Source: an optimization exercise on an open RTL-to-GDS flow (aim: small area and a short achievable clock period). Production flows keep margins and buffers that such runs may drop. In this exercise RTL edits were held to simulation tests only and were not proved equivalent to the original. Power is estimated from default activity; no workload was simulated.

==> design.v <==
module fifo_flagged_ram #(
  parameter int WIDTH  = 8,
  parameter int DEPTH  = 256,
  parameter int ADDR_W = 8    
) (
  input  logic              clk,
  input  logic              shift,
  input  logic [WIDTH-1:0]  wdata,
  input  logic [15:0]       rhi,      
  input  logic [15:0]       rlo,      
  output logic [WIDTH-1:0]  nrd0,     
  output logic [WIDTH-1:0]  nrd1
);
  localparam int NG1 = (DEPTH + 2) / 3;    
  localparam int NG2 = (NG1 + 2) / 3;      
  localparam int NG3 = (NG2 + 1) / 2;      
  localparam int NG4 = (NG3 + 2) / 3;      
  logic [DEPTH-1:0][WIDTH-1:0] mem, mem_nxt;
  logic [DEPTH-1:0][WIDTH-1:0] mem_prev;
  logic                        keep;
  logic [DEPTH-1:0]            rsel;
  assign keep = ~shift;
  always_comb begin
    mem_prev[0] = wdata;
    for (int w = 1; w < DEPTH; w++) mem_prev[w] = mem[w-1];
  end
  for (genvar w = 0; w < DEPTH; w++) begin : g_word
    for (genvar b = 0; b < WIDTH; b++) begin : g_bit
      fifo_flagged_ao22 u_hold (
        .a1(shift), .a2(mem_prev[w][b]), .b1(keep), .b2(mem[w][b]), .y(mem_nxt[w][b])
      );
    end
  end
  always_ff @(posedge clk) mem <= mem_nxt;
  for (genvar w = 0; w < DEPTH; w++) begin : g_sel
    fifo_flagged_and2 u_sel (.a(rhi[w / 16]), .b(rlo[w % 16]), .y(rsel[w]));
  end
  for (genvar b = 0; b < WIDTH; b++) begin : g_rd
    logic [NG1-1:0] t1;
    logic [NG2-1:0] t2;
    logic [NG3-1:0] t3;
    logic [NG4-1:0] t4;
    for (genvar g = 0; g < NG1; g++) begin : g_l1
      if (3*g + 2 < DEPTH) begin : g_3
        fifo_flagged_aoi222 u (
          .a1(rsel[3*g]),   .a2(mem[3*g][b]),
          .b1(rsel[3*g+1]), .b2(mem[3*g+1][b]),
          .c1(rsel[3*g+2]), .c2(mem[3*g+2][b]),
          .y(t1[g])
        );
      end else if (3*g + 1 < DEPTH) begin : g_2
        fifo_flagged_aoi22 u (
          .a1(rsel[3*g]),   .a2(mem[3*g][b]),
          .b1(rsel[3*g+1]), .b2(mem[3*g+1][b]),
          .y(t1[g])
        );
      end else begin : g_1
        fifo_flagged_nand2 u (.a(rsel[3*g]), .b(mem[3*g][b]), .y(t1[g]));
      end
    end
    fifo_flagged_nand3_tree #(.N(NG1)) u_l2 (.a(t1), .y(t2));
    fifo_flagged_nor2_tree  #(.N(NG2)) u_l3 (.a(t2), .y(t3));
    fifo_flagged_nand3_tree #(.N(NG3)) u_l4 (.a(t3), .y(t4));
    fifo_flagged_nor3 u_l5a (.a(t4[0]), .b(t4[1]), .c(t4[2]), .y(nrd0[b]));
    fifo_flagged_nor2 u_l5b (.a(t4[3]), .b(t4[4]), .y(nrd1[b]));
  end
endmodule
module fifo_flagged_ao22 (input logic a1, a2, b1, b2, output logic y);
  assign y = (a1 & a2) | (b1 & b2);
endmodule
module fifo_flagged_aoi222 (input logic a1, a2, b1, b2, c1, c2, output logic y);
  assign y = ~((a1 & a2) | (b1 & b2) | (c1 & c2));
endmodule
module fifo_flagged_nand2 (input logic a, b, output logic y);
  assign y = ~(a & b);
endmodule
module fifo_flagged_nand3 (input logic a, b, c, output logic y);
  assign y = ~(a & b & c);
endmodule
module fifo_flagged_aoi22 (input logic a1, a2, b1, b2, output logic y);
  assign y = ~((a1 & a2) | (b1 & b2));
endmodule
module fifo_flagged_nand3_tree #(parameter int N = 3) (
  input  logic [N-1:0]         a,
  output logic [(N+2)/3-1:0]   y
);
  for (genvar g = 0; g < (N+2)/3; g++) begin : g_n
    if (3*g + 2 < N) begin : g_3
      fifo_flagged_nand3 u (.a(a[3*g]), .b(a[3*g+1]), .c(a[3*g+2]), .y(y[g]));
    end else if (3*g + 1 < N) begin : g_2
      fifo_flagged_nand2 u (.a(a[3*g]), .b(a[3*g+1]), .y(y[g]));
    end else begin : g_1
      assign y[g] = ~a[3*g];
    end
  end
endmodule
module fifo_flagged_nor2_tree #(parameter int N = 2) (
  input  logic [N-1:0]         a,
  output logic [(N+1)/2-1:0]   y
);
  for (genvar g = 0; g < (N+1)/2; g++) begin : g_n
    if (2*g + 1 < N) begin : g_2
      fifo_flagged_nor2 u (.a(a[2*g]), .b(a[2*g+1]), .y(y[g]));
    end else begin : g_1
      assign y[g] = ~a[2*g];
    end
  end
endmodule
module fifo_flagged_and2 (input logic a, b, output logic y);
  assign y = a & b;
endmodule
module fifo_flagged_nor3 (input logic a, b, c, output logic y);
  assign y = ~(a | b | c);
endmodule
module fifo_flagged_nor2 (input logic a, b, output logic y);
  assign y = ~(a | b);
endmodule
module fifo_flagged #(
  parameter int WIDTH    = 8,
  parameter int DEPTH    = 256,
  parameter int AF_LEVEL = DEPTH - 2,
  parameter int AE_LEVEL = 2
) (
  input  logic                           clk,
  input  logic                           reset_n,
  input  logic                           push,
  input  logic                           pop,
  input  logic                           flush,
  input  logic                           clear_err,
  input  logic [WIDTH-1:0]               din,
  output logic [WIDTH-1:0]               dout,
  output logic [$clog2(DEPTH+1)-1:0]     count,
  output logic                           empty,
  output logic                           full,
  output logic                           almost_full,
  output logic                           almost_empty,
  output logic                           overflow,
  output logic                           underflow,
  output logic [$clog2(DEPTH+1)-1:0]     max_level
);
  localparam int CNT_W  = $clog2(DEPTH+1);
  localparam int ADDR_W = $clog2(DEPTH);
  logic [15:0]       rhi_r, rlo_r;      
  localparam logic [15:0] RHI_RST = 16'h8000;    
  localparam logic [15:0] RLO_RST = 16'h4000;
  logic [15:0]       rhi_q, rlo_q;
  logic              ne_q, nae_q;
  logic              empty_o_r, ae_o_r;
  logic [CNT_W-1:0]  count_r, max_r;
  logic              empty_r, full_r, af_r, ae_r, one_r, two_r, ovf_r, unf_r;
  logic              pend_v_r;
  logic [WIDTH-1:0]  pend_d_r, dout_r, rd_data;
  logic pop_ok, wr, rd, inc, dec, ovf_ev, unf_ev;
  logic [CNT_W-1:0] cnt_inc, cnt_dec, cnt_nxt, max_nxt;
  logic empty_n, full_n, af_n, ae_n, one_n, two_n;
  always_comb begin
    pop_ok = pop & ~empty_r;
    wr     = push & (~full_r | pop_ok) & ~flush;
    rd     = pop_ok & ~flush;
    inc    = wr & ~rd;
    dec    = rd & ~wr;
    ovf_ev = push & full_r & ~pop_ok & ~flush;
    unf_ev = pop & empty_r & ~flush;
    cnt_inc = count_r + 1'b1;
    cnt_dec = count_r - 1'b1;
    if (flush) begin
      cnt_nxt = '0;
      empty_n = 1'b1; full_n = 1'b0; af_n = 1'b0; ae_n = 1'b1; one_n = 1'b0; two_n = 1'b0;
    end else if (inc) begin
      cnt_nxt = cnt_inc;
      empty_n = 1'b0;
      full_n  = (count_r == CNT_W'(DEPTH - 1));
      af_n    = (count_r >= CNT_W'(AF_LEVEL - 1));
      ae_n    = (count_r <= CNT_W'(AE_LEVEL - 1));
      one_n   = empty_r;
      two_n   = one_r;
    end else if (dec) begin
      cnt_nxt = cnt_dec;
      empty_n = one_r;
      full_n  = 1'b0;
      af_n    = (count_r >= CNT_W'(AF_LEVEL + 1));
      ae_n    = (count_r <= CNT_W'(AE_LEVEL + 1));
      one_n   = two_r;
      two_n   = (count_r == CNT_W'(3));
    end else begin
      cnt_nxt = count_r;
      empty_n = empty_r; full_n = full_r; af_n = af_r; ae_n = ae_r; one_n = one_r; two_n = two_r;
    end
    if (clear_err | (inc & (count_r == max_r))) max_nxt = cnt_nxt;
    else                                        max_nxt = max_r;
  end
  always_ff @(posedge clk or negedge reset_n) begin
    if (!reset_n) begin
      count_r  <= '0;
      max_r    <= '0;
      ne_q     <= 1'b0;
      empty_o_r <= 1'b1;
      ae_o_r   <= 1'b1;
      full_r   <= 1'b0;
      af_r     <= 1'b0;
      nae_q    <= 1'b0;
      one_r    <= 1'b0;
      two_r    <= 1'b0;
      ovf_r    <= 1'b0;
      unf_r    <= 1'b0;
      pend_v_r <= 1'b0;
      rhi_q    <= '0;
      rlo_q    <= '0;
    end else begin
      count_r  <= cnt_nxt;
      max_r    <= max_nxt;
      ne_q     <= ~empty_n;
      empty_o_r <= empty_n;
      ae_o_r   <= ae_n;
      full_r   <= full_n;
      af_r     <= af_n;
      nae_q    <= ~ae_n;
      one_r    <= one_n;
      two_r    <= two_n;
      if (ovf_ev) ovf_r <= 1'b1;
      else if (clear_err) ovf_r <= 1'b0;
      if (unf_ev) unf_r <= 1'b1;
      else if (clear_err) unf_r <= 1'b0;
      pend_v_r <= wr;
      if (flush) begin
        rhi_q <= '0;
        rlo_q <= '0;
      end else if (pend_v_r & ~rd) begin
        rlo_q <= {rlo_r[14:0], rlo_r[15]} ^ RLO_RST;
        if (rlo_r[15]) rhi_q <= {rhi_r[14:0], rhi_r[15]} ^ RHI_RST;
      end else if (rd & ~pend_v_r) begin
        rlo_q <= {rlo_r[0], rlo_r[15:1]} ^ RLO_RST;
        if (rlo_r[0]) rhi_q <= {rhi_r[0], rhi_r[15:1]} ^ RHI_RST;
      end
    end
  end
  assign empty_r = ~ne_q;
  assign ae_r    = ~nae_q;
  assign rhi_r   = rhi_q ^ RHI_RST;
  assign rlo_r   = rlo_q ^ RLO_RST;
  logic             sel_mem, nsel_mem;
  logic [WIDTH-1:0] dout_alt, dout_nxt, rd_n0, rd_n1, rd_m, alt_m;
  always_comb begin
    sel_mem = rd & ~one_r & ~(two_r & pend_v_r);
    if (empty_r | (rd & one_r)) dout_alt = din;
    else if (rd)                dout_alt = pend_d_r;
    else                        dout_alt = dout_r;
  end
  assign nsel_mem = ~sel_mem;
  for (genvar b = 0; b < WIDTH; b++) begin : g_dout
    fifo_flagged_nand2 u_rd  (.a(rd_n0[b]), .b(rd_n1[b]), .y(rd_data[b]));
    fifo_flagged_nand2 u_m1  (.a(sel_mem), .b(rd_data[b]), .y(rd_m[b]));
    fifo_flagged_nand2 u_m0  (.a(nsel_mem), .b(dout_alt[b]), .y(alt_m[b]));
    fifo_flagged_nand2 u_out (.a(rd_m[b]), .b(alt_m[b]), .y(dout_nxt[b]));
  end
  always_ff @(posedge clk) begin
    pend_d_r <= din;
    dout_r   <= dout_nxt;
  end
  fifo_flagged_ram #(
    .WIDTH (WIDTH),
    .DEPTH (DEPTH),
    .ADDR_W(ADDR_W)
  ) u_ram (
    .clk  (clk),
    .shift(pend_v_r),
    .wdata(pend_d_r),
    .rhi  (rhi_r),
    .rlo  (rlo_r),
    .nrd0 (rd_n0),
    .nrd1 (rd_n1)
  );
  assign dout         = dout_r;
  assign count        = count_r;
  assign empty        = empty_o_r;
  assign full         = full_r;
  assign almost_full  = af_r;
  assign almost_empty = ae_o_r;
  assign overflow     = ovf_r;
  assign underflow    = unf_r;
  assign max_level    = max_r;
endmodule
==> flow/run.sh <==
#!/bin/bash
# Own layout flow: the standard ORFS flow (standard.sh), with a few
# layout-only settings changed on the make command line:
#  * ports buffered with plain buffers instead of the delay buffer that
#    buffer_ports picks by default;
#  * timing repair and resizing not limited to cells of the same footprint;
#  * clock tree built from larger sink clusters, without dummy loads.
# Synthesis is standard.sh's own, unchanged. Each tool's full output goes to
# ORFS's own log folder (orfs/logs/...); make's output goes to flow_make.log.
set -euo pipefail
cd "$(dirname "$0")/.."
bash standard.sh \
  MATCH_CELL_FOOTPRINT=0 \
  "BUFFER_PORTS_ARGS=-buffer_cell sky130_fd_sc_hd__buf_4" \
  "CTS_ARGS=-sink_clustering_enable -repair_clock_nets -dont_use_dummy_load -sink_clustering_size 30 -sink_clustering_max_diameter 70" \
  finish > flow_make.log 2>&1
==> standard.sh <==
#!/bin/bash
# synth_recipe.tcl (not shown) runs the flow's synth.tcl, then flattens the netlist and writes it again
# the make line also repeats each setting of config.mk as NAME=value (left out here)
make -C /OpenROAD-flow-scripts/flow DESIGN_CONFIG=/design/flow/config.mk WORK_HOME=/design/flow/orfs CLKGATE_MAP_FILE= SYNTH_SCRIPT=/design/flow/synth_recipe.tcl "${@:-finish}"
==> config.mk <==
export PLATFORM = sky130hd
export DESIGN_NAME = fifo_flagged
export DESIGN_NICKNAME = fifo_flagged
export VERILOG_FILES = /design/flow/design.v
export SDC_FILE = /design/flow/constraint.sdc
export NUM_CORES = 4
export LEC_CHECK = 0
export CAP_MARGIN = 20
export CORE_MARGIN = 2
export CORE_UTILIZATION = 55
export SETUP_SLACK_MARGIN = 3.45
export SLEW_MARGIN = 20
export SYNTH_HIERARCHICAL = 1
==> constraint.sdc <==
create_clock -name core_clock -period 6.0 [get_ports {clk}]
set_input_delay 1.2000 -clock core_clock [delete_from_list [all_inputs] [get_ports {clk}]]
set_output_delay 1.2000 -clock core_clock [all_outputs]
set_load 0.01 [all_outputs]
==> results_dict.tcl, run 1 <==
set metrics [dict create \
    drc_errors 0 \
    worst_hold_slack_ns 0.465 \
    io-pin-count 46 \
    rows 133 \
    totalPowerFinal_mw 24.1 \
    global_route_wire_length_before_repair_um 313000 \
    detailedPlace.worstSlack_ns 2.24 \
    critical_path_peak_fanout 1 \
    timing.reg2reg.setup_slack_ns 3.38 \
    ant_nets 0 \
    yosysSeqAreaShare_pct 58.5 \
    grt_setup_unrepaired "yes" \
    timing.critical_path.cells "buf_6" \
    setup_violations 0 \
    tightest_slew_ns 1.14 \
    crit_path_top_delay_cell "dfstp_2" \
    totalNegativeSetupSlack_ns 0 \
    synthesis.area_um2 73200 \
    yosys.area.top_type "dfxtp_1" \
    min_period_over_period_pct 45.5 \
    cts_htree_levels 4 \
    fin_hold_viols 0 \
    crit_family "flip-flops" \
    fmaxAchievable_ghz 0.366 \
    tritoncts "built" \
    syn-instance-count 5857 \
    syn-num-nets 5875 \
    gpl.final_weighted_congestion 0.845 \
    synth_most_common_cell "dfxtp_1" \
    floorplan.core_area_um2 132000 \
    finalCriticalPeriod_ns 2.73 \
    initial_utilization_pct 55.5 \
    clock_insertion_delay_worst_skew_ns 0.78 \
    maxcap_viol_count 0 \
    synth.lib_cells_used.distinct 56 \
    drt_first_iter_violations 9549 \
    arrival_ns 1.53 \
    synth_top_cells_by_area "dfxtp_1 56%, a22o_1 25%, a222oi_1 9.3%" \
    via_count_of_the_first_global_routing_pass 52100 \
    number_of_antenna_violations_at_the_first_check_in_global_routing 7 \
    postSynth.asyncResetShare_pct 2.87 \
    synth_enable_flop_cells 0 \
    vias_per_cell 7.19 \
    syn_avg_cell_area_um2 12.5 \
    clock-skew-final_ns 0.0438 \
    synth_top_area_share_pct 56.5 \
    route.vias.total 56700 \
    finalCoreUtilization_pct 61.8 \
    vdd_drop_max_mv 0.242 \
    dieArea_um2 136000 \
    max-slew-margin-rel_pct 24.0 \
    cp_slowest_stage_delay_ns 0.65 \
    primary_flip_flop_cell_chosen_by_synthesis_mapping "dfxtp_1" \
    tritoncts.num_buffers 131 \
    status "no timing/DRC/antenna violations" \
    drt_wl_total_um 207000 \
    power_density_normalized_to_cell_area_nw_per_um2 295 \
    die_w_um 369 \
    holdCritPathClass "flop to flop" \
    layout-drive-gt1-share_pct 10.3 \
    grt_remaining_overflow 0 \
    dp_hpwl_um 128000 \
    syn_to_final_growth_pct 11.4 \
    largest_net_degree_at_the_start_of_global_routing 233 \
    critPathRequiredTime_ns 4.80 \
    cts_root_buf "clkbuf_16" \
    yosys_warnings 8 \
    startpoint_type "flop" \
    cts.clk_slew.worst_paths_ns 0.10 \
    cts_max_path_buffers 3 \
    layout_setup_ws_ns 3.27 \
    drv_slew 0 \
    power.static_leakage_nw 31.1 \
    numPortBuffers 45 \
    synth.cells.most_frequent "2064 x dfxtp_1, 2048 x a22o_1, 680 x a222oi_1" \
    postSynthRegisterBits 2125 \
    filler_cell_count 10700 \
    wire_per_inst_um 26.2 \
    end_kind "output pin" \
    fin_nets 6145 \
    timing.setup.critical_path_class "flop to output pin" \
    drt_first_pass_iters 10 \
    gr-usage-all-layers_pct 28.7 \
    crit_buf_inv 1 \
    die_height_um 369 \
    clkSinkCount 2125 \
]
[cells by family after synthesis]
family	after synthesis	synth area share, %
xor+xnor	11	0.132
fa+ha+maj	4	0.0684
compound gates	2806	34.5
simple gates	818	5.84
mux	43	0.609
flops	2125	58.5
buf+inv	50	0.291
[sequential cells by signal (all words and copies together) (netlist names), 8 cells and up]
name and count:
count_r 9, dout_r 8, max_r 9, pend_d_r 8
rhi_q 16, rlo_q 16, u_ram.mem 2048
[cell usage in the layout (no fill, tap or decap), drive strengths merged, types with 5 or more instances in the layout]
master and instances:
inv 18, nor2 143, and2 258, a222oi 680, a211oi 5, clkbuf 135, nand2b 5, a22o 2048
a21oi 18, mux2 12, dfrtp 59, nor3 15, nand4 5, and3b 12, nand2 97, nand3 268
o22ai 11, dfxtp 2064, o21ai 22, buf 161, xnor2 9, mux2i 31
[worst register-to-register path, delay by kind of cell, from the launching register on]
family / cells / cell delay [ns]
buffers and inverters: 1 / 0.24
flip-flops: 1 / 0.42
AND/OR/NAND/NOR: 8 / 1.51
AO/OA/AOI/OAI: 1 / 0.36
[worst paths after layout]
| check | start | to | cells after the start |
|---|---|---|---|
| max | ae_o_r$_DFF_PN1_ | almost_empty | 1 |
| min | u_ram.mem[1352]$_DFF_P_ | u_ram.mem[1360]$_DFF_P_ | 1 |
| max reg2reg | rlo_q[12]$_DFFE_PN0P_ | dout_r[3]$_DFF_P_ | 10 |
| min reg2reg | u_ram.mem[1352]$_DFF_P_ | u_ram.mem[1360]$_DFF_P_ | 1 |
| max in group asynchronous | reset_n | rhi_q[8]$_DFFE_PN0P_ | 1 |
| min in group asynchronous | reset_n | unf_r$_DFFE_PN0P_ | 1 |
[per-module statistics from Yosys, one instance, submodules excluded, a selection]
module / flops+latches / copies in the design
fifo_flagged_nand3: 0 / 264
fifo_flagged_nand2: 0 / 48
fifo_flagged_and2: 0 / 256
fifo_flagged_nor3: 0 / 8
fifo_flagged: 77 / 1
fifo_flagged_ao22: 0 / 2048
fifo_flagged_nor2: 0 / 120
fifo_flagged_aoi222: 0 / 680
[metal layers]
layer  track usage (%)  routed length (um)  vias to the layer above  share of wire (%)
li1                  -                   -                    25600                  -
met1              42.9               93700                    28600                 45
met2              42.9               92400                     2193                 45
met3              4.15               14900                      307                7.2
met4              8.43                5860                        0                2.8
met5                 0                   0                        -                  0
[power breakdown]
group	switching, mW	internal [mW]
Clock	4.49	3.88
Sequential	0.223	14.3
Combinational	0.804	0.337
[layout make-up]
type	instances	area (um^2)	share of cell area, %
diodes	3	7.51	0.00921
multi-input cells	3682	31100	38.1
clock buffers	131	3280	4.02
repair buffers	165	1900	2.34
well taps	1755	2200	2.69
inverters	22	106	0.130
flip-flops and latches	2125	43000	52.7
[stage by stage]
stage                     instances  instance area, um^2
after floorplan                5857                73200
after global placement         7681                76200
after detailed placement       7681                76200
after CTS                      7860                80800
after global routing           7881                81500
final                          7883                81500
[timing repair]
action	in CTS	in global routing
cloned	3	0
pin swaps	59	167
buffers inserted	45	20
hold buffers	0	0
setup endpoints to repair	1890	85
resized for setup	292	185
==> inputs of run 2 (changes only) <==
--- a/design.v
+++ b/design.v
@@ -145,7 +145,8 @@
   localparam logic [15:0] RLO_RST = 16'h4000;
   logic [15:0]       rhi_q, rlo_q;
   logic              ne_q, nae_q;
-  logic              empty_o_r, ae_o_r;
+  logic              empty_o_r, ae_o_r, full_o_r;
+  logic [CNT_W-1:0]  count_o_r, max_o_r;
   logic [CNT_W-1:0]  count_r, max_r;
   logic              empty_r, full_r, af_r, ae_r, one_r, two_r, ovf_r, unf_r;
   logic              pend_v_r;
@@ -194,8 +195,6 @@
       count_r  <= '0;
       max_r    <= '0;
       ne_q     <= 1'b0;
-      empty_o_r <= 1'b1;
-      ae_o_r   <= 1'b1;
       full_r   <= 1'b0;
       af_r     <= 1'b0;
       nae_q    <= 1'b0;
@@ -210,8 +209,6 @@
       count_r  <= cnt_nxt;
       max_r    <= max_nxt;
       ne_q     <= ~empty_n;
-      empty_o_r <= empty_n;
-      ae_o_r   <= ae_n;
       full_r   <= full_n;
       af_r     <= af_n;
       nae_q    <= ~ae_n;
@@ -257,6 +254,12 @@
     pend_d_r <= din;
     dout_r   <= dout_nxt;
   end
+  fifo_flagged_outreg #(.W(2*CNT_W + 3), .RST({{(2*CNT_W + 1){1'b0}}, 2'b11})) u_out (
+    .clk    (clk),
+    .reset_n(reset_n),
+    .d      ({cnt_nxt, max_nxt, full_n, empty_n, ae_n}),
+    .q      ({count_o_r, max_o_r, full_o_r, empty_o_r, ae_o_r})
+  );
   fifo_flagged_ram #(
     .WIDTH (WIDTH),
     .DEPTH (DEPTH),
@@ -271,12 +274,26 @@
     .nrd1 (rd_n1)
   );
   assign dout         = dout_r;
-  assign count        = count_r;
+  assign count        = count_o_r;
   assign empty        = empty_o_r;
-  assign full         = full_r;
+  assign full         = full_o_r;
   assign almost_full  = af_r;
   assign almost_empty = ae_o_r;
   assign overflow     = ovf_r;
   assign underflow    = unf_r;
-  assign max_level    = max_r;
-endmodule
+  assign max_level    = max_o_r;
+endmodule
+module fifo_flagged_outreg #(
+  parameter int          W   = 1,
+  parameter logic [W-1:0] RST = '0
+) (
+  input  logic         clk,
+  input  logic         reset_n,
+  input  logic [W-1:0] d,
+  output logic [W-1:0] q
+);
+  always_ff @(posedge clk or negedge reset_n) begin
+    if (!reset_n) q <= RST;
+    else          q <= d;
+  end
+endmodule
--- a/flow/run.sh
+++ b/flow/run.sh
@@ -12,5 +12,5 @@
 bash standard.sh \
   MATCH_CELL_FOOTPRINT=0 \
   "BUFFER_PORTS_ARGS=-buffer_cell sky130_fd_sc_hd__buf_4" \
-  "CTS_ARGS=-sink_clustering_enable -repair_clock_nets -dont_use_dummy_load -sink_clustering_size 30 -sink_clustering_max_diameter 70" \
+  "CTS_ARGS=-sink_clustering_enable -repair_clock_nets -dont_use_dummy_load -sink_clustering_size 25 -sink_clustering_max_diameter 90" \
   finish > flow_make.log 2>&1
==> results_dict.tcl, run 2 <==
set metrics [dict create \
    status "no timing/DRC/antenna violations" \
    area_of_placed_instances_um2 76600 \
    worst_hold_slack_ns 0.264 \
    global_route_wire_length_before_repair_um 311000 \
    synth_most_common_cell "dfxtp_1" \
    power.share.switching_pct 23.3 \
    cp_slowest_stage_delay_ns 0.69 \
    reg.largest.list "u_ram.mem x2048, u_out.q x21" \
    syn-num-nets 5892 \
    arrival_ns 1.57 \
    mostFrequentLayoutCell "dfxtp_1" \
    synth_enable_flop_cells 0 \
    rows 134 \
    critical_path_peak_fanout 1 \
    drt_first_iter_violations 10000 \
    vias_per_cell 7.23 \
    ant_nets 0 \
    largest_net_degree_at_the_start_of_global_routing 265 \
    totalPowerFinal_mw 23.0 \
    timing.reg2reg.setup_slack_ns 3.30 \
    wire_per_inst_um 26.3 \
    synth_top_cells_by_area "dfxtp_1 56%, a22o_1 24%, a222oi_1 9.3%" \
    end_kind "output pin" \
    grt_setup_unrepaired "yes" \
    crit_family "flip-flops" \
    postLayoutCellArea_um2 80800 \
    layout-drive-gt1-share_pct 7.95 \
    power.static_leakage_nw 30.8 \
    maxcap_viol_count 0 \
    postSynthRegisterBits 2144 \
    drt_wl_total_um 206000 \
    fin_hold_viols 0 \
    dp_hpwl_um 126000 \
    primary_flip_flop_cell_chosen_by_synthesis_mapping "dfxtp_1" \
    clkSinkCount 2144 \
    filler_cell_count 10800 \
    clock-skew-final_ns 0.0347 \
    layout_setup_ws_ns 3.23 \
    finalCriticalPeriod_ns 2.77 \
    setup_violations 0 \
    crit_path_top_delay_cell "dfstp_2" \
    cts_hold_repair.buffers 0 \
    layout.cells.most_common_list "2056 x dfxtp_1, 2048 x a22o_1, 681 x a222oi_1, 235 x nand3_1, 190 x and2_1" \
    postSynth.asyncResetShare_pct 3.73 \
    cts_htree_levels 3 \
    fmaxAchievable_ghz 0.362 \
    vdd_drop_max_mv 0.276 \
    syn_to_final_growth_pct 9.75 \
    initial_utilization_pct 55.3 \
    dieArea_um2 137000 \
    via_count_of_the_first_global_routing_pass 51400 \
    number_of_antenna_violations_at_the_first_check_in_global_routing 10 \
    grt_remaining_overflow 0 \
    crit_buf_inv 1 \
    tritoncts.num_buffers 95 \
    detailedPlace.worstSlack_ns 2.50 \
    syn_avg_cell_area_um2 12.5 \
    internal_power_mw 17.6 \
    fin_nets 6097 \
    gr-usage-all-layers_pct 28.3 \
    clock_insertion_delay_worst_skew_ns 0.74 \
    numPortBuffers 45 \
    max-slew-margin-rel_pct 20.9 \
    route.vias.total 56700 \
    synth.lib_cells_used.distinct 68 \
    drc_errors 0 \
    p_sw_mw 5.35 \
    timing.setup.critical_path_class "flop to output pin" \
    gpl.final_weighted_congestion 0.854 \
    io-pin-count 46 \
    synth_top_area_share_pct 56.1 \
    die_w_um 370 \
    power_density_normalized_to_cell_area_nw_per_um2 284 \
    largest_register_ffs 2048 \
    min_period_over_period_pct 46.1 \
    yosysSeqAreaShare_pct 58.8 \
    tritoncts "built" \
    clock_power_share_pct 31.2 \
    cts_root_buf "clkbuf_16" \
    holdCritPathClass "input pin to asynchronous set/reset pin" \
    synthesis.area_um2 73600 \
    die_height_um 370 \
    critPathRequiredTime_ns 4.80 \
    tightest_slew_ns 1.19 \
    synth.cells.most_frequent "2064 x dfxtp_1, 2048 x a22o_1, 681 x a222oi_1" \
    floorplan.core_area_um2 133000 \
    yosys.area.top_type "dfxtp_1" \
    cts_max_path_buffers 3 \
    syn-instance-count 5874 \
    top_register "u_ram.mem" \
    startpoint_type "flop" \
    timing.critical_path.cells "buf_6" \
    yosys_warnings 9 \
    drt_first_pass_iters 10 \
    totalNegativeSetupSlack_ns 0 \
    combPwrFrac_pct 4.8 \
    drv_slew 0 \
    seqPwrFrac_pct 64.0 \
    cts.clk_slew.worst_paths_ns 0.10 \
]
run 2: changes by cell type after synthesis, moves of 3 or more:
cell      change
o21ai_0      -18
and3_1        +9
clkbuf_1      -7
and3b_1      -12
nand2b_1      -3
mux2_1        +5
xor2_1        +9
dfrtp_1      +19
mux2_2       -10
xnor2_1       -7
o21ai_1      +15
nand4_1       -4
nor2_1        +5
nand3b_1      +3
run 2: path summary, 6_finish.rpt:
kind,from,end,cells past startpoint
hold reg to reg,u_ram.mem[2042]$_DFF_P_,u_ram.mem[2042]$_DFF_P_,1
min in group core_clock,u_ram.mem[2042]$_DFF_P_,u_ram.mem[2042]$_DFF_P_,1
setup / recovery,u_out.q[0]$_DFF_PN1_,almost_empty,1
max in group asynchronous,reset_n,rlo_q[1]$_DFFE_PN0P_,3
setup reg to reg,rhi_q[4]$_DFFE_PN0P_,dout_r[3]$_DFF_P_,10
hold / removal,reset_n,unf_r$_DFFE_PN0P_,1
run 2: cell type report:
class / count / area (um^2) / share of cell area [%]
Inverter: 20 / 103 / 0.127
Multi-Input combinational cell: 3684 / 30900 / 38.3
Clock buffer: 95 / 2380 / 2.94
Timing Repair Buffer: 134 / 1750 / 2.16
Tap cell: 1768 / 2210 / 2.74
Sequential cell: 2144 / 43400 / 53.7
Antenna cell: 8 / 20.0 / 0.0248
run 2: power groups by stage:
stage          Combinational (mW)  Clock, mW  Sequential (mW)
6_report                     1.10       7.16             14.7
5_1_grt                      1.17       7.82             14.7
4_1_cts                      1.07       7.32             14.7
3_5_place_dp                0.950          0             15.0
3_3_place_gp                0.940          0             15.0
2_1_floorplan               0.432          0             15.1
run 2: per-layer routing:
layer	vias to the layer above	GRT usage, %	wire length (um)	part of all wire (%)
met4	0	7.43	5510	2.7
met3	245	3.03	13200	6.4
met2	2098	41.7	90600	44
met1	28800	43.9	97100	47
li1	25600	-	-	-
met5	-	0	0	0
run 2: cell families after synthesis:
group	synth area share, %
compound gates	34.3
flops	58.8
simple gates	5.83
buf+inv	0.282
mux	0.535
xor+xnor	0.155
fa+ha+maj	0.0680
run 2: stage by stage:
stage,std cells,util [%]
global route,7845,60.7
CTS,7836,60.3
finish,7853,60.7
global placement,7704,57.6
floorplan,5874,-
detailed placement,7704,57.6
run 2: Yosys stat by module (local to each module, per instance), a selection:
module	flip-flops and latches	area (um^2)
fifo_flagged_nor3	0	10.0
fifo_flagged_aoi222	0	10.0
fifo_flagged_ao22	0	8.76
fifo_flagged_nand3	0	5.00
fifo_flagged_and2	0	6.26
fifo_flagged_nand2	0	3.75
fifo_flagged	75	3710
fifo_flagged_nor2	0	3.75
run 2: timing repair:
| action | CTS | global route |
|---|---|---|
| setup buffers | 34 | 5 |
| cloned | 3 | 3 |
| pin swaps | 79 | 109 |
| endpoints found under the setup margin | 1965 | 967 |
| hold endpoints to repair | 0 | 0 |
| gates resized for setup | 286 | 95 |
==> inputs of run 3 (changes only) <==
--- a/design.v
+++ b/design.v
@@ -32,8 +32,11 @@
     end
   end
   always_ff @(posedge clk) mem <= mem_nxt;
+  logic [15:0] nrhi, nrlo;
+  assign nrhi = ~rhi;
+  assign nrlo = ~rlo;
   for (genvar w = 0; w < DEPTH; w++) begin : g_sel
-    fifo_flagged_and2 u_sel (.a(rhi[w / 16]), .b(rlo[w % 16]), .y(rsel[w]));
+    fifo_flagged_nor2 u_sel (.a(nrhi[w / 16]), .b(nrlo[w % 16]), .y(rsel[w]));
   end
   for (genvar b = 0; b < WIDTH; b++) begin : g_rd
     logic [NG1-1:0] t1;
@@ -105,9 +108,6 @@
       assign y[g] = ~a[2*g];
     end
   end
-endmodule
-module fifo_flagged_and2 (input logic a, b, output logic y);
-  assign y = a & b;
 endmodule
 module fifo_flagged_nor3 (input logic a, b, c, output logic y);
   assign y = ~(a | b | c);
==> results_dict.tcl, run 3 <==
set metrics [dict create \
    status "no timing/DRC/antenna violations" \
    clock_insertion_delay_worst_skew_ns 0.73 \
    vias_per_cell 7.17 \
    largest_register_ffs 2048 \
    cts_root_buf "clkbuf_16" \
    fin_hold_viols 0 \
    postSynthRegisterBits 2144 \
    cp_slowest_stage_delay_ns 0.42 \
    synth_most_common_cell "dfxtp_1" \
    max-slew-margin-rel_pct 22.0 \
    finalCoreUtilization_pct 61.4 \
    postSynth.asyncResetShare_pct 3.73 \
    largest_family_of_logic_cells_by_synthesized_area "compound AO/OA/AOI/OAI gates" \
    top_register "u_ram.mem" \
    grt_remaining_overflow 0 \
    clock-skew-final_ns 0.0418 \
    antenna-diode-count 0 \
    holdCritPathClass "input pin to asynchronous set/reset pin" \
    tritoncts.num_buffers 95 \
    maxcap_viol_count 0 \
    ant_nets 0 \
    gpl.final_weighted_congestion 0.830 \
    synth.cells.most_frequent "2064 x dfxtp_1, 2048 x a22o_1, 680 x a222oi_1" \
    numPortBuffers 45 \
    io-pin-count 46 \
    die_w_um 369 \
    cts_htree_levels 3 \
    drv_slew 0 \
    syn-instance-count 5914 \
    arrival_ns 3.28 \
    synthesis.area_um2 73100 \
    filler_cell_count 10800 \
    synth_top_area_share_pct 56.5 \
    gr-usage-all-layers_pct 28.4 \
    drc_errors 0 \
    die_height_um 369 \
    cts_max_path_buffers 3 \
    floorplan.core_area_um2 132000 \
    totalPowerFinal_mw 23.0 \
    yosys.area_share.xor_xnor_pct 0.168 \
    min_period_over_period_pct 44.7 \
    global_route_wire_length_before_repair_um 312000 \
    totalNegativeSetupSlack_ns 0 \
    layout.cells.most_common_list "2056 x dfxtp_1, 2048 x a22o_1, 680 x a222oi_1, 272 x nor2_1, 239 x nand3_1" \
    rows 133 \
    fmaxAchievable_ghz 0.373 \
    syn_avg_cell_area_um2 12.4 \
    cts.clk_slew.worst_paths_ns 0.10 \
    largest_net_degree_at_the_start_of_global_routing 244 \
    drt_wl_total_um 205000 \
    yosys.area.top_type "dfxtp_1" \
    setup_violations 0 \
    dp_hpwl_um 125000 \
    critical_path_peak_fanout 9 \
    dieArea_um2 136000 \
    synth_enable_flop_cells 0 \
    yosys.area_share.adder_pct 0.0685 \
    yosysSeqAreaShare_pct 59.3 \
    mostFrequentLayoutCell "dfxtp_1" \
    critPathRequiredTime_ns 6.60 \
    primary_flip_flop_cell_chosen_by_synthesis_mapping "dfxtp_1" \
    clkSinkCount 2144 \
    vdd_drop_max_mv 0.231 \
    timing.critical_path.cells "inv_1 > clkinvlp_4 > buf_8 > nor2_2 > a222oi_1 > nand3_1 > nor2_2 > nand3_2 > nor3_2 > nand2_1 > nand2_1 > nand2_1" \
    fin_nets 6187 \
    route.vias.total 56800 \
    crit_path_top_delay_cell "a222oi_1" \
    crit_path_frequent_cell "nand2_1" \
    timing.setup.critical_path_class "flop to flop" \
    startpoint_type "flop" \
    finalCriticalPeriod_ns 2.68 \
    layout.area.seq_um2 43400 \
    drt_first_iter_violations 9487 \
    wire_per_inst_um 25.9 \
    syn-num-nets 5932 \
    cts_hold_repair.buffers 0 \
    layout-drive-gt1-share_pct 8.33 \
    synth_simple_gate_area_share_pct 4.98 \
    multi_input_area_um2 30200 \
    tritoncts "built" \
    initial_utilization_pct 55.5 \
    synth_compound_area_share_pct 34.6 \
    power_density_normalized_to_cell_area_nw_per_um2 284 \
    synth_top_cells_by_area "dfxtp_1 57%, a22o_1 25%, a222oi_1 9.3%" \
    grt_setup_unrepaired "yes" \
    end_kind "flop" \
    synth_mux_area_share_pct 0.472 \
    tightest_slew_ns 1.17 \
    via_count_of_the_first_global_routing_pass 51900 \
    drt_first_pass_iters 12 \
    synth.lib_cells_used.distinct 63 \
    reg.largest.list "u_ram.mem x2048, u_out.q x21" \
    number_of_antenna_violations_at_the_first_check_in_global_routing 3 \
    power.static_leakage_nw 30.5 \
    syn_to_final_growth_pct 10.5 \
    yosys_warnings 9 \
]
run 3: metal layers:
layer | part of all wire, % | global-route usage (%) | vias to the layer above
li1 | - | - | 25700
met1 | 46 | 42.2 | 28700
met2 | 45 | 42.8 | 2038
met3 | 6.7 | 3.70 | 265
met4 | 2.9 | 9.18 | 4
met5 | 0.013 | 0 | -
run 3: logic make-up after synthesis:
group / Yosys count
adder cells (fa/ha/maj): 4
XOR/XNOR: 14
buffers and inverters: 81
AO/OA/AOI/OAI: 2810
AND/OR/NAND/NOR: 828
flip-flops: 2144
multiplexers: 33
run 3: through the flow:
step                std cells  setup WS (ns)  area, um^2  hold slack, ns
floorplan                5914         -87.93       73100           0.439
global placement         7736           2.01       76100           0.455
detailed placement       7736           2.03       76100           0.454
CTS                      7910           3.32       80400           0.344
global route             7922           3.26       80800           0.381
finish                   7922           3.32       80800           0.387
run 3: final cells by class:
type	count	share of cell area (%)
sequential	2144	53.7
multi-input combinational	3689	37.4
clock buffer	95	2.94
timing repair buffer	186	2.86
tap	1755	2.72
inverter	52	0.438
timing repair inverter	1	0.00929
run 3: what timing repair did:
item	CTS	global route
setup endpoints to repair	540	1619
setup buffers	75	7
gates resized for setup	306	40
cloned	4	5
pin swaps	71	35
run 3: worst max-delay path: cells and delay by family (launching register included):
| family | cells | cell delay, ns |
|---|---|---|
| compound gates | 1 | 0.42 |
| buf+inv | 3 | 0.52 |
| flops | 1 | 0.37 |
| simple gates | 8 | 1.22 |
run 3: path summary, 6_finish.rpt:
path | to | slack [ns] | startpoint | cells after the start
worst max-delay path | dout_r[2]$_DFF_P_ | 3.32 | rlo_q[14]$_DFFE_PN0P_ | 12
worst min-delay path | count_r[3]$_DFF_PN0_ | 0.39 | reset_n | 1
worst max register to register | dout_r[2]$_DFF_P_ | 3.32 | rlo_q[14]$_DFFE_PN0P_ | 12
worst min register to register | u_ram.mem[2043]$_DFF_P_ | 0.49 | u_ram.mem[2043]$_DFF_P_ | 1
max in group asynchronous | pend_v_r$_DFF_PN0_ | 4.55 | reset_n | 2
min in group core_clock | u_ram.mem[2043]$_DFF_P_ | 0.49 | u_ram.mem[2043]$_DFF_P_ | 1
run 3: modules after synthesis, one instance, submodules excluded, a selection:
module	flip-flops and latches	cells inside	copies in the design	cell area (um^2)
fifo_flagged	75	380	1	3690
fifo_flagged_aoi222	0	1	680	10.0
fifo_flagged_nor3	0	1	8	10.0
fifo_flagged_ao22	0	1	2048	8.76
fifo_flagged_nand3	0	1	264	5.00
fifo_flagged_nand2	0	1	48	3.75
fifo_flagged_nor2	0	1	376	3.75
run 3: power by group:
group | switching, mW | internal (mW)
Combinational | 0.828 | 0.344
Clock | 4.30 | 2.84
Sequential | 0.217 | 14.4
Total | 5.35 | 17.6
==> inputs of run 4 (changes only) <==
--- a/design.v
+++ b/design.v
@@ -145,7 +145,7 @@
   localparam logic [15:0] RLO_RST = 16'h4000;
   logic [15:0]       rhi_q, rlo_q;
   logic              ne_q, nae_q;
-  logic              empty_o_r, ae_o_r, full_o_r;
+  logic              empty_o_r, ae_o_r, full_o_r, af_o_r;
   logic [CNT_W-1:0]  count_o_r, max_o_r;
   logic [CNT_W-1:0]  count_r, max_r;
   logic              empty_r, full_r, af_r, ae_r, one_r, two_r, ovf_r, unf_r;
@@ -254,11 +254,11 @@
     pend_d_r <= din;
     dout_r   <= dout_nxt;
   end
-  fifo_flagged_outreg #(.W(2*CNT_W + 3), .RST({{(2*CNT_W + 1){1'b0}}, 2'b11})) u_out (
+  fifo_flagged_outreg #(.W(2*CNT_W + 4), .RST({{(2*CNT_W + 2){1'b0}}, 2'b11})) u_out (
     .clk    (clk),
     .reset_n(reset_n),
-    .d      ({cnt_nxt, max_nxt, full_n, empty_n, ae_n}),
-    .q      ({count_o_r, max_o_r, full_o_r, empty_o_r, ae_o_r})
+    .d      ({cnt_nxt, max_nxt, full_n, af_n, empty_n, ae_n}),
+    .q      ({count_o_r, max_o_r, full_o_r, af_o_r, empty_o_r, ae_o_r})
   );
   fifo_flagged_ram #(
     .WIDTH (WIDTH),
@@ -277,7 +277,7 @@
   assign count        = count_o_r;
   assign empty        = empty_o_r;
   assign full         = full_o_r;
-  assign almost_full  = af_r;
+  assign almost_full  = af_o_r;
   assign almost_empty = ae_o_r;
   assign overflow     = ovf_r;
   assign underflow    = unf_r;
==> flow/run.sh (replaced) <==
#!/bin/bash
# Own layout flow: the standard ORFS flow (standard.sh), with a few
# layout-only settings changed on the make command line:
#  * ports buffered with plain buffers instead of the delay buffer that
#    buffer_ports picks by default;
#  * timing repair and resizing not limited to cells of the same footprint;
#  * clock tree built from larger sink clusters, without dummy loads;
# and one extra step between placement and clock tree synthesis: each
# register that drives nothing but an output port's buffer is moved next to
# that buffer and the placement is legalized again (flow/move_outregs.tcl).
# Synthesis is standard.sh's own, unchanged. Each tool's full output goes to
# ORFS's own log folder (orfs/logs/...); make's output goes to
# flow_make_place.log and flow_make_finish.log, the extra step's to
# move_outregs.log.
set -euo pipefail
cd "$(dirname "$0")/.."
VARS=(
  MATCH_CELL_FOOTPRINT=0
  "BUFFER_PORTS_ARGS=-buffer_cell sky130_fd_sc_hd__buf_4"
  "CTS_ARGS=-sink_clustering_enable -repair_clock_nets -dont_use_dummy_load -sink_clustering_size 25 -sink_clustering_max_diameter 90"
)
bash standard.sh "${VARS[@]}" place > flow_make_place.log 2>&1
RES=orfs/results/${FLOW_PLATFORM}/fifo_flagged/base
cat > move_outregs_run.tcl <<EOT
read_db $RES/3_place.odb
source flow/move_outregs.tcl
port_reg_moves
detailed_placement
check_placement -verbose
write_db $RES/3_place.odb.new
EOT
openroad -no_init -exit move_outregs_run.tcl > move_outregs.log 2>&1
mv -f $RES/3_place.odb.new $RES/3_place.odb
touch $RES/3_place.odb
bash standard.sh "${VARS[@]}" finish > flow_make_finish.log 2>&1
==> flow/move_outregs.tcl (new file) <==
# Move each register that drives an output port's buffer next to that buffer,
# then legalize. Reads and writes the ODB given in env IN_ODB / OUT_ODB.
proc port_reg_moves {} {
  set block [ord::get_db_block]
  set moved 0
  set kept 0
  foreach bterm [$block getBTerms] {
    if {[$bterm getIoType] != "OUTPUT"} { continue }
    set net [$bterm getNet]
    if {$net == "NULL"} { continue }
    # the output buffer drives the port net
    set buf ""
    foreach it [$net getITerms] { if {[$it isOutputSignal]} { set buf [$it getInst] } }
    if {$buf == ""} { continue }
    # the buffer's input net and its driver
    set reg ""
    set nload 0
    foreach it [$buf getITerms] {
      if {[$it isInputSignal]} {
        set in [$it getNet]
        if {$in == "NULL"} { continue }
        foreach it2 [$in getITerms] {
          if {[$it2 isOutputSignal]} { set reg [$it2 getInst] } else { incr nload }
        }
      }
    }
    if {$reg == ""} { continue }
    if {![string match "*df*" [[$reg getMaster] getName]]} { continue }
    # Only registers that drive nothing but this port's buffer.
    if {$nload != 1} { incr kept; continue }
    set loc [$buf getLocation]
    $reg setLocation [lindex $loc 0] [lindex $loc 1]
    $reg setPlacementStatus PLACED
    incr moved
  }
  puts "moved $moved output registers, left $kept with other loads"
}
==> results_dict.tcl, run 4 <==
set metrics [dict create \
    clock-skew-final_ns 0.0367 \
    power_density_normalized_to_cell_area_nw_per_um2 281 \
    top_register "u_ram.mem" \
    reg.largest.list "u_ram.mem x2048, u_out.q x22" \
    synth_simple_gate_area_share_pct 5.00 \
    status "no timing/DRC/antenna violations" \
    syn_avg_cell_area_um2 12.4 \
    dieArea_um2 136000 \
    drt_first_iter_violations 9799 \
    min_delay_path_depth 1 \
    synthesis.area_um2 73200 \
    synth_top_cells_by_area "dfxtp_1 56%, a22o_1 25%, a222oi_1 9.3%" \
    critPathRequiredTime_ns 6.66 \
    via_count_of_the_first_global_routing_pass 52700 \
    yosys.area_share.xor_xnor_pct 0.156 \
    largest_net_degree_at_the_start_of_global_routing 237 \
    floorplan.core_area_um2 132000 \
    grt_setup_unrepaired "yes" \
    number_of_antenna_violations_at_the_first_check_in_global_routing 4 \
    internal_power_mw 17.7 \
    layout.cells.most_common_list "2056 x dfxtp_1, 2048 x a22o_1, 680 x a222oi_1, 231 x nand3_1, 173 x nor2_2" \
    postLayoutCellArea_um2 82000 \
    postSynth.asyncResetShare_pct 3.78 \
    seqPwrFrac_pct 63.7 \
    die_height_um 369 \
    dp_hpwl_um 127000 \
    cts.clk_slew.worst_paths_ns 0.10 \
    finalCriticalPeriod_ns 2.66 \
    detailedPlace.worstSlack_ns 2.19 \
    initial_utilization_pct 55.5 \
    largest_register_ffs 2048 \
    syn-num-nets 5929 \
    yosys_warnings 9 \
    cts_max_path_buffers 3 \
    fin_nets 6244 \
    synth_mux_area_share_pct 0.564 \
    synth_enable_flop_cells 0 \
    die_w_um 369 \
    gr-usage-all-layers_pct 28.5 \
    synth.lib_cells_used.distinct 64 \
    power.share.switching_pct 23.2 \
    syn_to_final_growth_pct 12.1 \
    tritoncts.num_buffers 95 \
    synth_top_area_share_pct 56.5 \
    totalNegativeSetupSlack_ns 0 \
    fmaxAchievable_ghz 0.376 \
    grt_remaining_overflow 0 \
    wire_per_inst_um 26.0 \
    holdCritPathClass "flop to flop" \
    drc_errors 0 \
    clkSinkCount 2145 \
    end_kind "flop" \
    cts_root_buf "clkbuf_16" \
    p_sw_mw 5.34 \
    tritoncts "built" \
    synth.cells.most_frequent "2064 x dfxtp_1, 2048 x a22o_1, 680 x a222oi_1" \
    reg2regPathDepth 3 \
    synth_most_common_cell "dfxtp_1" \
    maxcap_viol_count 0 \
    setup_violations 0 \
    ant_nets 0 \
    area_of_placed_instances_um2 76200 \
    critical_path_peak_fanout 208 \
    yosys.area_share.adder_pct 0.0684 \
    io-pin-count 46 \
    syn-instance-count 5911 \
    layout-drive-gt1-share_pct 11.3 \
    timing.setup.critical_path_class "flop to flop" \
    clock_insertion_delay_worst_skew_ns 0.74 \
    tightest_slew_ns 1.07 \
    numPortBuffers 45 \
    rows 133 \
    yosysSeqAreaShare_pct 59.2 \
    combPwrFrac_pct 5.3 \
    route.vias.total 57300 \
    power.static_leakage_nw 31.0 \
    startpoint_type "flop" \
    gpl.final_weighted_congestion 0.848 \
    primary_flip_flop_cell_chosen_by_synthesis_mapping "dfxtp_1" \
    mostFrequentLayoutCell "dfxtp_1" \
    drt_first_pass_iters 10 \
    yosys.area.top_type "dfxtp_1" \
    clock_power_share_pct 30.9 \
    fin_hold_viols 0 \
    vias_per_cell 7.17 \
    vdd_drop_max_mv 0.241 \
    cts_htree_levels 3 \
    drt_wl_total_um 207000 \
    min_period_over_period_pct 44.3 \
    cts_hold_repair.buffers 0 \
    postSynthRegisterBits 2145 \
    arrival_ns 3.32 \
    global_route_wire_length_before_repair_um 313000 \
    synth_compound_area_share_pct 34.5 \
    largest_family_of_logic_cells_by_synthesized_area "compound AO/OA/AOI/OAI gates" \
    drv_slew 0 \
    max-slew-margin-rel_pct 28.5 \
    layout_setup_ws_ns 3.34 \
]
-- run 4: stage by stage --
| stage | std cells | power [mW] | hold slack (ns) | util [%] |
|---|---|---|---|---|
| final | 7980 | 23.0 | 0.482 | 62.2 |
| after global routing | 7980 | 23.8 | 0.492 | 62.2 |
| after CTS | 7925 | 23.1 | 0.481 | 61.2 |
| after detailed placement | 7735 | 16.0 | 0.453 | 57.8 |
| after global placement | 7735 | 16.0 | 0.454 | 57.8 |
| after floorplan | 5911 | 15.5 | 0.439 | - |
-- run 4: repair_timing --
action | in CTS | in global routing
setup buffers | 91 | 50
setup endpoints to repair | 1753 | 742
hold endpoints to repair | 0 | 0
resized for setup | 298 | 208
cloned | 4 | 4
pin swaps | 81 | 233
-- run 4: layer usage --
| metal | up-vias | global-route usage [%] | part of all wire, % |
|---|---|---|---|
| li1 | 25900 | - | - |
| met1 | 29000 | 41.7 | 45 |
| met2 | 2085 | 44.1 | 46 |
| met3 | 270 | 3.55 | 6.4 |
| met4 | 2 | 8.04 | 2.7 |
| met5 | - | 0 | 0.0063 |
-- run 4: critical path, cell delays in order (launching register included) --
cell	delay, ns
dfrtp_4	0.76
buf_16	0.65
buf_16	0.53
a22o_1	0.29
-- run 4: final cells by class --
class | count | area [um^2]
Clock buffer | 95 | 2380
Antenna cell | 1 | 2.50
Sequential cell | 2145 | 43400
Fill cell | 10700 | 49800
Multi-Input combinational cell | 3688 | 30800
Tap cell | 1755 | 2200
Timing Repair Buffer | 241 | 2920
Inverter | 55 | 345
-- run 4: Yosys stat by module, one instance, submodules excluded, a selection --
module,times used,cell area [um^2]
fifo_flagged_nand2,48,3.75
fifo_flagged,1,3730
fifo_flagged_nand3,264,5.00
fifo_flagged_aoi222,680,10.0
fifo_flagged_nor3,8,10.0
fifo_flagged_ao22,2048,8.76
fifo_flagged_nor2,376,3.75
-- run 4: final timing paths --
kind                                      from                      end  slack, ns
min in group asynchronous              reset_n     count_r[5]$_DFF_PN0_       0.52
setup / recovery            pend_v_r$_DFF_PN0_  u_ram.mem[1739]$_DFF_P_       3.34
setup reg to reg            pend_v_r$_DFF_PN0_  u_ram.mem[1739]$_DFF_P_       3.34
hold / removal             pend_d_r[3]$_DFF_P_     u_ram.mem[3]$_DFF_P_       0.48
max in group asynchronous              reset_n       pend_v_r$_DFF_PN0_       4.91
hold reg to reg            pend_d_r[3]$_DFF_P_     u_ram.mem[3]$_DFF_P_       0.48
-- run 4: power groups by stage --
stage / sequential [mW] / clock (mW) / combinational [mW]
after floorplan: 15.0 / 0 / 0.462
after global placement: 15.0 / 0 / 0.994
after detailed placement: 15.0 / 0 / 1.00
after CTS: 14.7 / 7.29 / 1.14
after global routing: 14.7 / 7.79 / 1.30
final: 14.7 / 7.12 / 1.23
-- run 4: cell families (layout without fill, tap and decap cells) --
kind of cell,after synthesis,in the layout
AOI/OAI and AO/OA,2807,2807
xor gates and xnor gates,13,13
adders and majority gates,4,4
buffers and inverters,78,391
DFF,2145,2145
muxes,39,39
other,0,1
and+or+nand+nor,825,825
==> inputs of run 5 (changes only) <==
--- a/design.v
+++ b/design.v
@@ -8,6 +8,7 @@
   input  logic [WIDTH-1:0]  wdata,
   input  logic [15:0]       rhi,      
   input  logic [15:0]       rlo,      
+  input  logic [15:0]       rlo2,     
   output logic [WIDTH-1:0]  nrd0,     
   output logic [WIDTH-1:0]  nrd1
 );
@@ -32,11 +33,14 @@
     end
   end
   always_ff @(posedge clk) mem <= mem_nxt;
-  logic [15:0] nrhi, nrlo;
-  assign nrhi = ~rhi;
-  assign nrlo = ~rlo;
+  logic [15:0] nrhi, nrlo, nrlo2;
+  assign nrhi  = ~rhi;
+  assign nrlo  = ~rlo;
+  assign nrlo2 = ~rlo2;
   for (genvar w = 0; w < DEPTH; w++) begin : g_sel
-    fifo_flagged_nor2 u_sel (.a(nrhi[w / 16]), .b(nrlo[w % 16]), .y(rsel[w]));
+    fifo_flagged_nor2 u_sel (
+      .a(nrhi[w / 16]), .b((w / 16 < 8) ? nrlo[w % 16] : nrlo2[w % 16]), .y(rsel[w])
+    );
   end
   for (genvar b = 0; b < WIDTH; b++) begin : g_rd
     logic [NG1-1:0] t1;
@@ -144,8 +148,10 @@
   localparam logic [15:0] RHI_RST = 16'h8000;    
   localparam logic [15:0] RLO_RST = 16'h4000;
   logic [15:0]       rhi_q, rlo_q;
+  logic [15:0]       rlo2_r;
+  logic              ring_up, ring_down;
   logic              ne_q, nae_q;
-  logic              empty_o_r, ae_o_r, full_o_r, af_o_r;
+  logic              nempty_o_r, nae_o_r, full_o_r, af_o_r;
   logic [CNT_W-1:0]  count_o_r, max_o_r;
   logic [CNT_W-1:0]  count_r, max_r;
   logic              empty_r, full_r, af_r, ae_r, one_r, two_r, ovf_r, unf_r;
@@ -235,6 +241,16 @@
   assign ae_r    = ~nae_q;
   assign rhi_r   = rhi_q ^ RHI_RST;
   assign rlo_r   = rlo_q ^ RLO_RST;
+  assign ring_up   = ~flush & pend_v_r & ~rd;
+  assign ring_down = ~flush & rd & ~pend_v_r;
+  fifo_flagged_ring #(.RST(RLO_RST)) u_rlo2 (
+    .clk    (clk),
+    .reset_n(reset_n),
+    .flush  (flush),
+    .up     (ring_up),
+    .down   (ring_down),
+    .q      (rlo2_r)
+  );
   logic             sel_mem, nsel_mem;
   logic [WIDTH-1:0] dout_alt, dout_nxt, rd_n0, rd_n1, rd_m, alt_m;
   always_comb begin
@@ -254,11 +270,11 @@
     pend_d_r <= din;
     dout_r   <= dout_nxt;
   end
-  fifo_flagged_outreg #(.W(2*CNT_W + 4), .RST({{(2*CNT_W + 2){1'b0}}, 2'b11})) u_out (
+  fifo_flagged_outreg #(.W(2*CNT_W + 4)) u_out (
     .clk    (clk),
     .reset_n(reset_n),
-    .d      ({cnt_nxt, max_nxt, full_n, af_n, empty_n, ae_n}),
-    .q      ({count_o_r, max_o_r, full_o_r, af_o_r, empty_o_r, ae_o_r})
+    .d      ({cnt_nxt, max_nxt, full_n, af_n, ~empty_n, ~ae_n}),
+    .q      ({count_o_r, max_o_r, full_o_r, af_o_r, nempty_o_r, nae_o_r})
   );
   fifo_flagged_ram #(
     .WIDTH (WIDTH),
@@ -270,15 +286,16 @@
     .wdata(pend_d_r),
     .rhi  (rhi_r),
     .rlo  (rlo_r),
+    .rlo2 (rlo2_r),
     .nrd0 (rd_n0),
     .nrd1 (rd_n1)
   );
   assign dout         = dout_r;
   assign count        = count_o_r;
-  assign empty        = empty_o_r;
+  assign empty        = ~nempty_o_r;
   assign full         = full_o_r;
   assign almost_full  = af_o_r;
-  assign almost_empty = ae_o_r;
+  assign almost_empty = ~nae_o_r;
   assign overflow     = ovf_r;
   assign underflow    = unf_r;
   assign max_level    = max_o_r;
@@ -297,3 +314,22 @@
     else          q <= d;
   end
 endmodule
+module fifo_flagged_ring #(
+  parameter logic [15:0] RST = 16'h0001
+) (
+  input  logic        clk,
+  input  logic        reset_n,
+  input  logic        flush,
+  input  logic        up,
+  input  logic        down,
+  output logic [15:0] q
+);
+  logic [15:0] q_s;
+  assign q = q_s ^ RST;
+  always_ff @(posedge clk or negedge reset_n) begin
+    if (!reset_n)  q_s <= '0;
+    else if (flush) q_s <= '0;
+    else if (up)    q_s <= {q[14:0], q[15]} ^ RST;
+    else if (down)  q_s <= {q[0], q[15:1]} ^ RST;
+  end
+endmodule
--- a/flow/run.sh
+++ b/flow/run.sh
@@ -7,7 +7,8 @@
 #  * clock tree built from larger sink clusters, without dummy loads;
 # and one extra step between placement and clock tree synthesis: each
 # register that drives nothing but an output port's buffer is moved next to
-# that buffer and the placement is legalized again (flow/move_outregs.tcl).
+# that buffer (with the inverter between them, if any) and the placement is
+# legalized again (flow/move_outregs.tcl).
 # Synthesis is standard.sh's own, unchanged. Each tool's full output goes to
 # ORFS's own log folder (orfs/logs/...); make's output goes to
 # flow_make_place.log and flow_make_finish.log, the extra step's to
==> flow/move_outregs.tcl (replaced) <==
# Move each register that drives nothing but an output port's buffer (either
# directly or through an inverter that drives nothing else) next to that
# buffer; the caller then legalizes the placement.

# The instance driving net, or "" if none.
proc mo_driver {net} {
  foreach it [$net getITerms] { if {[$it isOutputSignal]} { return [$it getInst] } }
  return ""
}

# The net on inst's single signal input, and the number of loads on it.
proc mo_input_net {inst} {
  foreach it [$inst getITerms] {
    if {[$it isInputSignal]} { return [$it getNet] }
  }
  return "NULL"
}

proc mo_loads {net} {
  set n 0
  foreach it [$net getITerms] { if {![$it isOutputSignal]} { incr n } }
  return $n
}

proc port_reg_moves {} {
  set block [ord::get_db_block]
  set moved 0
  set kept 0
  foreach bterm [$block getBTerms] {
    if {[$bterm getIoType] != "OUTPUT"} { continue }
    set net [$bterm getNet]
    if {$net == "NULL"} { continue }
    set buf [mo_driver $net]
    if {$buf == ""} { continue }
    set in [mo_input_net $buf]
    if {$in == "NULL" || [mo_loads $in] != 1} { incr kept; continue }
    set drv [mo_driver $in]
    if {$drv == ""} { continue }
    set chain {}
    if {[string match "*inv*" [[$drv getMaster] getName]]} {
      lappend chain $drv
      set in2 [mo_input_net $drv]
      if {$in2 == "NULL" || [mo_loads $in2] != 1} { incr kept; continue }
      set drv [mo_driver $in2]
      if {$drv == ""} { continue }
    }
    if {![string match "*df*" [[$drv getMaster] getName]]} { incr kept; continue }
    lappend chain $drv
    set loc [$buf getLocation]
    foreach inst $chain {
      $inst setLocation [lindex $loc 0] [lindex $loc 1]
      $inst setPlacementStatus PLACED
    }
    incr moved
  }
  puts "moved $moved output registers, left $kept with other loads"
}
==> results_dict.tcl, run 5 <==
set metrics [dict create \
    grt_remaining_overflow 0 \
    vdd_drop_max_mv 0.242 \
    clock_insertion_delay_worst_skew_ns 0.73 \
    totalPowerFinal_mw 23.2 \
    largest_net_degree_at_the_start_of_global_routing 263 \
    initial_utilization_pct 55.5 \
    drc_errors 0 \
    fin_hold_viols 0 \
    maxcap_viol_count 0 \
    vias_per_cell 7.08 \
    worst_hold_slack_ns 0.412 \
    min_period_over_period_pct 43.9 \
    end_kind "flop" \
    ant_nets 0 \
    global_route_wire_length_before_repair_um 310000 \
    yosys_warnings 10 \
    postLayoutCellArea_um2 82500 \
    cts.clk_slew.worst_paths_ns 0.10 \
    gpl.final_weighted_congestion 0.844 \
    largest_register_ffs 2048 \
    floorplan.core_area_um2 134000 \
    crit_buf_inv 1 \
    rows 134 \
    yosys.area.top_type "dfxtp_1" \
    cp_slowest_stage_delay_ns 0.51 \
    io-pin-count 46 \
    reg2regPathDepth 10 \
    critPathRequiredTime_ns 6.63 \
    critical_path_peak_fanout 8 \
    fin_nets 6325 \
    layout.cells.most_common_list "2060 x dfxtp_1, 2048 x a22o_1, 680 x a222oi_1, 232 x nor2_1, 231 x nand3_1" \
    top_register "u_ram.mem" \
    via_count_of_the_first_global_routing_pass 51000 \
    setup_violations 0 \
    clkSinkCount 2161 \
    finalCriticalPeriod_ns 2.63 \
    mostFrequentLayoutCell "dfxtp_1" \
    cts_max_path_buffers 3 \
    route.vias.total 57100 \
    cts_htree_levels 3 \
    number_of_antenna_violations_at_the_first_check_in_global_routing 7 \
    timing.rr.end "dout_r[3]$_DFF_P_" \
    syn_avg_cell_area_um2 12.3 \
    power_density_normalized_to_cell_area_nw_per_um2 282 \
    fmaxAchievable_ghz 0.380 \
    synth_top_cells_by_area "dfxtp_1 56%, a22o_1 24%, a222oi_1 9.2%" \
    arrival_ns 3.26 \
    antenna-diode-count 0 \
    clock-skew-final_ns 0.0394 \
    timing.setup.critical_path_class "flop to flop" \
    synth_most_common_cell "dfxtp_1" \
    synth.cells.most_frequent "2064 x dfxtp_1, 2048 x a22o_1, 680 x a222oi_1" \
    synth_top_area_share_pct 55.7 \
    syn-instance-count 6021 \
    synthesis.area_um2 74100 \
    tritoncts "built" \
    area_of_placed_instances_um2 76900 \
    synth.lib_cells_used.distinct 62 \
    tightest_slew_ns 1.15 \
    crit_path_top_delay_cell "dfrtp_2" \
    dp_hpwl_um 127000 \
    grt_setup_unrepaired "yes" \
    synth_enable_flop_cells 0 \
    status "no timing/DRC/antenna violations" \
    die_height_um 371 \
    gr-usage-all-layers_pct 27.8 \
    tritoncts.num_buffers 96 \
    holdCritPathClass "input pin to asynchronous set/reset pin" \
    drt_wl_total_um 204000 \
    primary_flip_flop_cell_chosen_by_synthesis_mapping "dfxtp_1" \
    yosysSeqAreaShare_pct 59.0 \
    die_w_um 371 \
    max-slew-margin-rel_pct 23.3 \
    startpoint_type "flop" \
    drt_first_iter_violations 10000 \
    cts_root_buf "clkbuf_16" \
    timing.critical_path.cells "clkinvlp_4 > nor2_2 > a222oi_1 > nand3_1 > nor2_2 > nand3_2 > nor3_4 > nand2_1 > nand2_1 > nand2_1" \
    syn-num-nets 6039 \
    power.static_leakage_nw 31.2 \
    dieArea_um2 138000 \
    numPortBuffers 45 \
    syn_to_final_growth_pct 11.3 \
    r2r-start "rhi_q[5]$_DFFE_PN0P_" \
    postSynthRegisterBits 2161 \
    timing.reg2reg.setup_slack_ns 3.37 \
    drt_first_pass_iters 10 \
    postSynth.asyncResetShare_pct 4.49 \
    reg.largest.list "u_ram.mem x2048, u_out.q x22" \
    crit_family "simple AND/OR/NAND/NOR gates" \
    crit_path_frequent_cell "nand2_1" \
    layout-drive-gt1-share_pct 10.1 \
    totalNegativeSetupSlack_ns 0 \
    drv_slew 0 \
    wire_per_inst_um 25.3 \
]
[run 5: cell type report]
type | count | area [um^2]
sequential | 2161 | 43800
tap | 1768 | 2210
timing repair inverter | 9 | 60.1
inverter | 73 | 463
clock buffer | 96 | 2400
timing repair buffer | 226 | 2680
fill | 10800 | 51100
multi-input combinational | 3740 | 30900
[run 5: worst reg2reg max path, stage by stage, from the launching register on]
cell and delay [ns]:
dfrtp_2 0.51, clkinvlp_4 0.29, nor2_2 0.18, a222oi_1 0.38, nand3_1 0.28, nor2_2 0.26
nand3_2 0.12, nor3_4 0.29, nand2_1 0.11, nand2_1 0.06, nand2_1 0.05
[run 5: how the worst max path moves through the flow]
stage / cells past startpoint / start / slack (ns) / end
2_1_floorplan: 2 / pend_v_r$_DFF_PN0_ / -87.80 / u_ram.mem[0]$_DFF_P_
3_3_place_gp: 7 / flush / 2.41 / dout_r[2]$_DFF_P_
4_1_cts: 10 / rhi_q[0]$_DFFE_PN0P_ / 3.17 / dout_r[3]$_DFF_P_
6_report: 10 / rhi_q[5]$_DFFE_PN0P_ / 3.37 / dout_r[3]$_DFF_P_
3_5_place_dp: 4 / flush / 2.36 / u_rlo2.q_s[2]$_DFFE_PN0P_
5_1_grt: 11 / rlo_q[4]$_DFFE_PN0P_ / 3.29 / dout_r[3]$_DFF_P_
[run 5: metal layers]
layer  GRT usage, %  up-vias  part of all wire, %
met2           41.1     1931                   44
li1               -    26200                    -
met4           5.76        0                  2.1
met3           3.26      260                  5.8
met5              0        -                    0
met1           43.5    28800                   48
[run 5: cell families after synthesis]
group,after synthesis,share of synthesized area (%)
compound gates,2836,34.3
xor+xnor,15,0.177
fa+ha+maj,4,0.0675
buf+inv,122,0.766
flops,2161,59.0
mux,35,0.484
simple gates,848,5.15
[run 5: power breakdown]
part	total [mW]	switching, mW	internal (mW)	leakage, nW
sequential	14.8	0.222	14.6	17.9
clock	7.18	4.32	2.87	1.18
combinational	1.26	0.876	0.385	12.1
total	23.2	5.41	17.8	31.2
[run 5: timing repair]
item                                    in CTS  in global routing
gates resized for setup                    232                165
pin swaps                                   70                166
gates cloned                                 5                  9
buffers inserted                           118                 20
hold buffers                                 0                  0
endpoints found under the setup margin     625               1305
[run 5: modules after synthesis, one instance, submodules excluded, excerpt]
module	area [um^2]	times used
fifo_flagged_nor2	3.75	376
fifo_flagged_nand3	5.00	264
fifo_flagged	3650	1
fifo_flagged_ao22	8.76	2048
fifo_flagged_aoi222	10.0	680
fifo_flagged_nor3	10.0	8
fifo_flagged_nand2	3.75	48
[run 5: stage by stage]
stage | instances | util, % | setup slack, ns
2_1_floorplan | 6021 | - | -87.80
3_3_place_gp | 7825 | 57.6 | 2.41
3_5_place_dp | 7825 | 57.6 | 2.36
4_1_cts | 8044 | 61.1 | 3.17
5_1_grt | 8073 | 61.8 | 3.29
6_report | 8073 | 61.8 | 3.37

## port drivers added, routing unchanged
How much do the figures lean on ideal ports? The routed layouts below were timed once more, with nothing changed but the port constraints. Step 1, drivers: a clkbuf_16 drives clk and a buf_2 each remaining input, both assumed. Step 2 adds t to the input delays and takes it off the output delays; t is the mean of the earliest and latest rising clock arrival at the registers after step 1. Input paths then give back, and output paths get back, about the clock's delay inside the block. Three values: ideal ports, drivers, drivers and shift; two values: the first two.
| run | t (ns) | setup slack, ns | hold slack, ns | latest minus earliest clock arrival (ns) | worst slew at a driven data input, ns |
|---|---|---|---|---|---|
| run 1 | 0.849 | 3.267 / 3.180 / 2.762 | 0.465 / 0.462 / 0.465 | 0.059 / 0.058 | 0.04 |
| run 2 | 0.804 | 3.234 / 3.153 / 2.750 | 0.264 / 0.230 / 0.486 | 0.039 / 0.039 | 0.05 |
| run 3 | 0.801 | 3.320 / 3.320 / 2.784 | 0.387 / 0.329 / 0.487 | 0.044 / 0.044 | 0.04 |
| run 4 | 0.809 | 3.340 / 3.340 / 2.726 | 0.482 / 0.469 / 0.482 | 0.041 / 0.041 | 0.05 |
| run 5 | 0.798 | 3.369 / 3.348 / 2.753 | 0.412 / 0.351 / 0.483 | 0.051 / 0.051 | 0.18 |
After both steps setup and hold are still met in every run listed. For run 5, which loses most, drivers alone change the setup slack by -0.021 ns; drivers and shift together by -0.616 ns.
